Context: an optimization exercise on an open-source flow, tuned for small area, a short achievable clock period and few clock cycles per item. The choices shown serve that exercise and are no tape-out recipe.
In this exercise RTL edits were held to simulation tests only and were not proved equivalent to the original.

==> trial 19: inputs <==
==> flow/design.v (excerpt) <==
module tns_link_top (
    input  logic        clock,
    input  logic        rst_n,
    input  logic        in_valid,
    input  logic [23:0] in_data,
    input  logic        out_credit,
    output logic        in_credit,
    output logic        out_valid,
    output logic [27:0] out_code,
    output logic [23:0] out_data
);
clock: 45.0 ns
lec_check: 0
abc_area: 1
cap_margin: 20
core_margin: 2
core_utilization: 40
cts_buf_list: sky130_fd_sc_hd__clkbuf_8 sky130_fd_sc_hd__clkbuf_16
cts_cluster_diameter: 100
cts_cluster_size: 25
slew_margin: 20
standard.sh (not shown) runs the stock make flow with config.mk's settings and CLKGATE_MAP_FILE= SYNTH_SCRIPT=/design/flow/synth_recipe.tcl, a recipe that flattens the netlist after the stock synthesis.
==> flow/flow/run.sh <==
#!/bin/bash
# The standard layout, with port buffers of a plain buffer cell.
set -euo pipefail
export BUFFER_PORTS_ARGS="-buffer_cell sky130_fd_sc_hd__buf_1"
bash standard.sh finish > standard_flow.log 2>&1
==> inputs of build 6, as changes to trial 19 <==
--- a/flow/design.v
+++ b/flow/design.v
@@ -606,12 +606,12 @@
     assign rem_o = r17;
 endmodule
 module tns_enc_s2 (
     input  logic [15:0] rem_i,
     input  logic [8:0] hist,
-    output logic [10:0] rem_o,
-    output logic [16:11] code_o
+    output logic [9:0] rem_o,
+    output logic [16:10] code_o
 );
     wire b16_1 = ~rem_i[0];
     wire b16_2 = ~rem_i[1] & b16_1;
     wire b16_3 = ~rem_i[2] & b16_2;
     wire b16_4 = ~rem_i[3] | b16_3;
@@ -800,59 +800,59 @@
     assign r11[6] = r12[6] ^ (code_o[11] & (b11_6));
     assign r11[7] = r12[7] ^ (code_o[11] & (~b11_7));
     assign r11[8] = r12[8] ^ (code_o[11] & (~b11_8));
     assign r11[9] = r12[9] ^ (code_o[11] & (~b11_9));
     assign r11[10] = r12[10] ^ (code_o[11] & (b11_10));
-    assign rem_o = r11;
+    wire b10_4 = ~r11[3];
+    wire b10_5 = ~r11[4] | b10_4;
+    wire b10_6 = ~r11[5] | b10_5;
+    wire b10_7 = ~r11[6] | b10_6;
+    wire b10_8 = ~r11[7] | b10_7;
+    wire b10_9 = ~r11[8] | b10_8;
+    wire b10_10 = ~r11[9] & b10_9;
+    wire b10_11 = ~r11[10] & b10_10;
+    wire ge10 = ~b10_11;
+    assign code_o[10] = ge10;
+    wire [9:0] r10;
+    assign r10[0] = r11[0];
+    assign r10[1] = r11[1];
+    assign r10[2] = r11[2];
+    assign r10[3] = r11[3] ^ code_o[10];
+    assign r10[4] = r11[4] ^ (code_o[10] & (~b10_4));
+    assign r10[5] = r11[5] ^ (code_o[10] & (~b10_5));
+    assign r10[6] = r11[6] ^ (code_o[10] & (~b10_6));
+    assign r10[7] = r11[7] ^ (code_o[10] & (~b10_7));
+    assign r10[8] = r11[8] ^ (code_o[10] & (~b10_8));
+    assign r10[9] = r11[9] ^ (code_o[10] & (b10_9));
+    assign rem_o = r10;
 endmodule
 module tns_enc_s3 (
-    input  logic [10:0] rem_i,
+    input  logic [9:0] rem_i,
     input  logic [8:0] hist,
-    output logic [10:0] code_o
+    output logic [9:0] code_o
 );
-    wire b10_4 = ~rem_i[3];
-    wire b10_5 = ~rem_i[4] | b10_4;
-    wire b10_6 = ~rem_i[5] | b10_5;
-    wire b10_7 = ~rem_i[6] | b10_6;
-    wire b10_8 = ~rem_i[7] | b10_7;
-    wire b10_9 = ~rem_i[8] | b10_8;
-    wire b10_10 = ~rem_i[9] & b10_9;
-    wire b10_11 = ~rem_i[10] & b10_10;
-    wire ge10 = ~b10_11;
-    assign code_o[10] = ge10;
-    wire [9:0] r10;
-    assign r10[0] = rem_i[0];
-    assign r10[1] = rem_i[1];
-    assign r10[2] = rem_i[2];
-    assign r10[3] = rem_i[3] ^ code_o[10];
-    assign r10[4] = rem_i[4] ^ (code_o[10] & (~b10_4));
-    assign r10[5] = rem_i[5] ^ (code_o[10] & (~b10_5));
-    assign r10[6] = rem_i[6] ^ (code_o[10] & (~b10_6));
-    assign r10[7] = rem_i[7] ^ (code_o[10] & (~b10_7));
-    assign r10[8] = rem_i[8] ^ (code_o[10] & (~b10_8));
-    assign r10[9] = rem_i[9] ^ (code_o[10] & (b10_9));
-    wire b9_2 = ~r10[1];
-    wire b9_3 = ~r10[2] & b9_2;
-    wire b9_4 = ~r10[3] & b9_3;
-    wire b9_5 = ~r10[4] | b9_4;
-    wire b9_6 = ~r10[5] & b9_5;
-    wire b9_7 = ~r10[6] & b9_6;
-    wire b9_8 = ~r10[7] & b9_7;
-    wire b9_9 = ~r10[8] | b9_8;
-    wire b9_10 = ~r10[9] & b9_9;
+    wire b9_2 = ~rem_i[1];
+    wire b9_3 = ~rem_i[2] & b9_2;
+    wire b9_4 = ~rem_i[3] & b9_3;
+    wire b9_5 = ~rem_i[4] | b9_4;
+    wire b9_6 = ~rem_i[5] & b9_5;
+    wire b9_7 = ~rem_i[6] & b9_6;
+    wire b9_8 = ~rem_i[7] & b9_7;
+    wire b9_9 = ~rem_i[8] | b9_8;
+    wire b9_10 = ~rem_i[9] & b9_9;
     wire ge9 = ~b9_10;
     assign code_o[9] = ge9;
     wire [8:0] r9;
-    assign r9[0] = r10[0];
-    assign r9[1] = r10[1] ^ code_o[9];
-    assign r9[2] = r10[2] ^ (code_o[9] & (b9_2));
-    assign r9[3] = r10[3] ^ (code_o[9] & (b9_3));
-    assign r9[4] = r10[4] ^ (code_o[9] & (~b9_4));
-    assign r9[5] = r10[5] ^ (code_o[9] & (b9_5));
-    assign r9[6] = r10[6] ^ (code_o[9] & (b9_6));
-    assign r9[7] = r10[7] ^ (code_o[9] & (b9_7));
-    assign r9[8] = r10[8] ^ (code_o[9] & (~b9_8));
+    assign r9[0] = rem_i[0];
+    assign r9[1] = rem_i[1] ^ code_o[9];
+    assign r9[2] = rem_i[2] ^ (code_o[9] & (b9_2));
+    assign r9[3] = rem_i[3] ^ (code_o[9] & (b9_3));
+    assign r9[4] = rem_i[4] ^ (code_o[9] & (~b9_4));
+    assign r9[5] = rem_i[5] ^ (code_o[9] & (b9_5));
+    assign r9[6] = rem_i[6] ^ (code_o[9] & (b9_6));
+    assign r9[7] = rem_i[7] ^ (code_o[9] & (b9_7));
+    assign r9[8] = rem_i[8] ^ (code_o[9] & (~b9_8));
     wire b8_1 = ~r9[0];
     wire b8_2 = ~r9[1] & b8_1;
     wire b8_3 = ~r9[2] | b8_2;
     wire b8_4 = ~r9[3] & b8_3;
     wire b8_5 = ~r9[4] | b8_4;
@@ -976,11 +976,11 @@
     output logic        in_credit,
     output logic        out_valid,
     output logic [27:0] out_code,
     output logic [23:0] out_data
 );
-    localparam int CAP = 4;   
+    localparam int CAP = 5;   
     logic        a_v;
     logic [23:0] a_d;
     logic        v1;
     logic [23:0] d1;
     logic [20:0] r1;
@@ -993,26 +993,25 @@
     logic [27:17] c2;       
     logic [27:17] cn2;      
     logic [15:0] rn2;
     logic        v3;
     logic [23:0] d3;
-    logic [10:0] r3;
-    logic [27:11] c3;       
-    logic [27:11] cn3;      
-    logic [10:0] rn3;
+    logic [9:0] r3;
+    logic [27:10] c3;       
+    logic [27:10] cn3;      
+    logic [9:0] rn3;
     logic        v4;
     logic [23:0] d4;
     logic [27:0] c4;       
     logic [27:0] cn4;      
     logic        ov;
     logic [2:0]  ocred;    
     logic [2:0]  xcred;    
     logic [2:0]  rcred;    
     logic        ic;
-    logic [2:0]  ocred_k;
     logic free4;
-    assign free4 = (ocred_k != 3'd0);
+    assign free4 = !v4 || ov;
     logic free3;
     assign free3 = !v3 || free4;
     logic free2;
     assign free2 = !v2 || free3;
     logic free1;
@@ -1032,17 +1031,17 @@
     assign h2 = {c2[26], c2[23], c2[20], c2[17], 1'b0, 1'b0, 1'b0, 1'b0, 1'b0};
     tns_enc_s1 u_s1 (.rem_i(r1), .hist(h2), .rem_o(rn2), .code_o(cn2[22:17]));
     assign cn2[27:23] = c1[27:23];
     logic [8:0] h3;
     assign h3 = {c3[26], c3[23], c3[20], c3[17], c3[14], c3[11], 1'b0, 1'b0, 1'b0};
-    tns_enc_s2 u_s2 (.rem_i(r2), .hist(h3), .rem_o(rn3), .code_o(cn3[16:11]));
+    tns_enc_s2 u_s2 (.rem_i(r2), .hist(h3), .rem_o(rn3), .code_o(cn3[16:10]));
     assign cn3[27:17] = c2[27:17];
     logic [8:0] h4;
     assign h4 = {c4[26], c4[23], c4[20], c4[17], c4[14], c4[11], c4[8], c4[5], c4[2]};
-    tns_enc_s3 u_s3 (.rem_i(r3), .hist(h4), .code_o(cn4[10:0]));
-    assign cn4[27:11] = c3[27:11];
-    logic [2:0] xcred_k, rcred_k;
+    tns_enc_s3 u_s3 (.rem_i(r3), .hist(h4), .code_o(cn4[9:0]));
+    assign cn4[27:10] = c3[27:10];
+    logic [2:0] ocred_k, xcred_k, rcred_k;
     logic [2:0] ocred_n, xcred_n, rcred_n;
     logic       b_next;
     assign ocred_k = ocred - {2'b0, ov};
     assign xcred_k = xcred - {2'b0, ic};
     assign rcred_k = rcred - {2'b0, ic};
@@ -1065,12 +1064,12 @@
         end else begin
             a_v   <= in_valid || (a_v && !a_mv);
             v1    <= a_mv || (v1 && !mv1);
             v2    <= mv1 || (v2 && !mv2);
             v3    <= mv2 || (v3 && !mv3);
-            v4    <= 1'b0;
-            ov    <= mv3;
+            v4    <= b_next;
+            ov    <= b_next && (out_credit || (ocred_k != 3'd0));
             ocred <= ocred_n;
             xcred <= xcred_n;
             rcred <= rcred_n;
             ic    <= (out_credit || (xcred_k != 3'd0)) && (in_valid || (rcred_k != 3'd0));
         end
@@ -1079,13 +1078,13 @@
     logic [1:0] hq1;    
     assign c1 = {cq1[27], hq1[1], cq1[25], cq1[24], hq1[0]};
     logic [27:17] cq2;
     logic [1:0] hq2;    
     assign c2 = {cq2[27], cq2[26], cq2[25], cq2[24], cq2[23], cq2[22], cq2[21], hq2[1], cq2[19], cq2[18], hq2[0]};
-    logic [27:11] cq3;
+    logic [27:10] cq3;
     logic [1:0] hq3;    
-    assign c3 = {cq3[27], cq3[26], cq3[25], cq3[24], cq3[23], cq3[22], cq3[21], cq3[20], cq3[19], cq3[18], cq3[17], cq3[16], cq3[15], hq3[1], cq3[13], cq3[12], hq3[0]};
+    assign c3 = {cq3[27], cq3[26], cq3[25], cq3[24], cq3[23], cq3[22], cq3[21], cq3[20], cq3[19], cq3[18], cq3[17], cq3[16], cq3[15], hq3[1], cq3[13], cq3[12], hq3[0], cq3[10]};
     logic [27:0] cq4;
     logic [1:0] hq4;    
     assign c4 = {cq4[27], cq4[26], cq4[25], cq4[24], cq4[23], cq4[22], cq4[21], cq4[20], cq4[19], cq4[18], cq4[17], cq4[16], cq4[15], cq4[14], cq4[13], cq4[12], cq4[11], cq4[10], cq4[9], hq4[1], cq4[7], cq4[6], hq4[0], cq4[4], cq4[3], cq4[2], cq4[1], cq4[0]};
     always_ff @(posedge clock) begin
         if (!a_v || a_mv) a_d <= in_data;
@@ -1102,11 +1101,11 @@
         if (mv2) begin
             d3 <= d2;
             r3 <= rn3;
             cq3 <= cn3;
         end
-        if (1) begin
+        if (mv3) begin
             d4 <= d3;
             cq4 <= cn4;
         end
     end
     always_ff @(posedge clock or negedge rst_n) begin
==> flow/run.sh (new file) <==
#!/bin/bash
# synth_recipe.tcl (not shown) runs the flow's synth.tcl, then flattens the netlist and writes it again
# the make line also repeats each setting of config.mk as NAME=value (left out here)
make -C /OpenROAD-flow-scripts/flow DESIGN_CONFIG=/design/flow/config.mk WORK_HOME=/design/flow/orfs CLKGATE_MAP_FILE= SYNTH_SCRIPT=/design/flow/synth_recipe.tcl finish
- CTS_BUF_LIST: sky130_fd_sc_hd__clkbuf_8 sky130_fd_sc_hd__clkbuf_16 -> sky130_fd_sc_hd__clkbuf_4 sky130_fd_sc_hd__clkbuf_8
- CTS_CLUSTER_DIAMETER: 100 -> not set
- CTS_CLUSTER_SIZE: 25 -> 40
removed: flow/flow/run.sh
removed: flow/standard.sh
==> results.py <==
metrics = {
    "synthesis": {
        "syn_inst": 1739,
        "synth_area_leaders": "edfxtp_1 (36%), nand2_1 (15%), dfxtp_1 (7.0%), inv_1 (5.8%), xor2_1 (4.2%)",
        "syn_area_sq_um": 14300,
        "synth_xor_area_share_pct": 6.57,
    },
    "sta": {
        "finClkSkew_ns": 0.0336,
    },
    "route": {
        "met1Wirelength_mm": 12.2,
        "wl_per_cell_um": 11.3,
    },
    "grt": {
        "grt_use_met2_pct": 26.0,
        "grt_pass1_vias": 10004,
        "gr-usage-all-layers_pct": 14.4,
    },
    "worst_setup_path": {
        "path_cells": "buf_1",
    },
    "cts": {
        "cts_sinks": 244,
    },
    "final_layout": {
        "multi_input_area_sq_um": 6440,
        "buf_share_pct": 2.07,
    },
    "status": {
        "outcome": "timing/DRC/antenna clean",
    },
}
The numbers above come from trial 19.

==> results.py <==
metrics = {
    "synthesis": {
        "syn_area_sq_um": 14800,
        "syn_inst": 1780,
        "synth_xor_area_share_pct": 6.38,
        "synth_area_leaders": "edfxtp_1 (45%), nand2_1 (16%), inv_1 (6.6%), xor2_1 (4.5%), nand3_1 (4.3%)",
    },
    "cts": {
        "cts_sinks": 245,
    },
    "final_layout": {
        "multi_input_area_sq_um": 6410,
        "buf_share_pct": 5.02,
    },
    "grt": {
        "grt_pass1_vias": 10905,
        "gr-usage-all-layers_pct": 15.9,
        "grt_use_met2_pct": 27.5,
    },
    "worst_setup_path": {
        "path_cells": "clkdlybuf4s50_1",
    },
    "status": {
        "outcome": "timing/DRC/antenna clean",
    },
    "route": {
        "met1Wirelength_mm": 13.8,
        "wl_per_cell_um": 12.4,
    },
    "sta": {
        "finClkSkew_ns": 0.0297,
    },
}
The numbers above come from build 6.

Testbench counts of trial 19, summed over its fixed seeds: cycles 5,556, words 4,800.
Testbench counts of build 6, summed over its fixed seeds: cycles 5,546, words 4,800.

[what the ideal ports hide]
Ports are ideal in the flow. The routed layouts listed here were re-timed in OpenROAD.
Step 1 assumes that a clkbuf_16 drives the clock port and a buf_2 every other input.
Step 2 also shifts input and output timing later by t, the mid clock arrival at the registers, as if the neighbouring blocks saw the same clock.
Three values: no drivers, after step 1, after step 2; two values: the first two.
run	t (ns)	slack for setup (ns)	worst data-port slew with drivers (ns)
trial 19	0.543	34.906 / 34.855 / 35.217	0.03
build 6	0.617	34.445 / 34.399 / 34.878	0.06
After both steps every run listed still meets setup and hold.
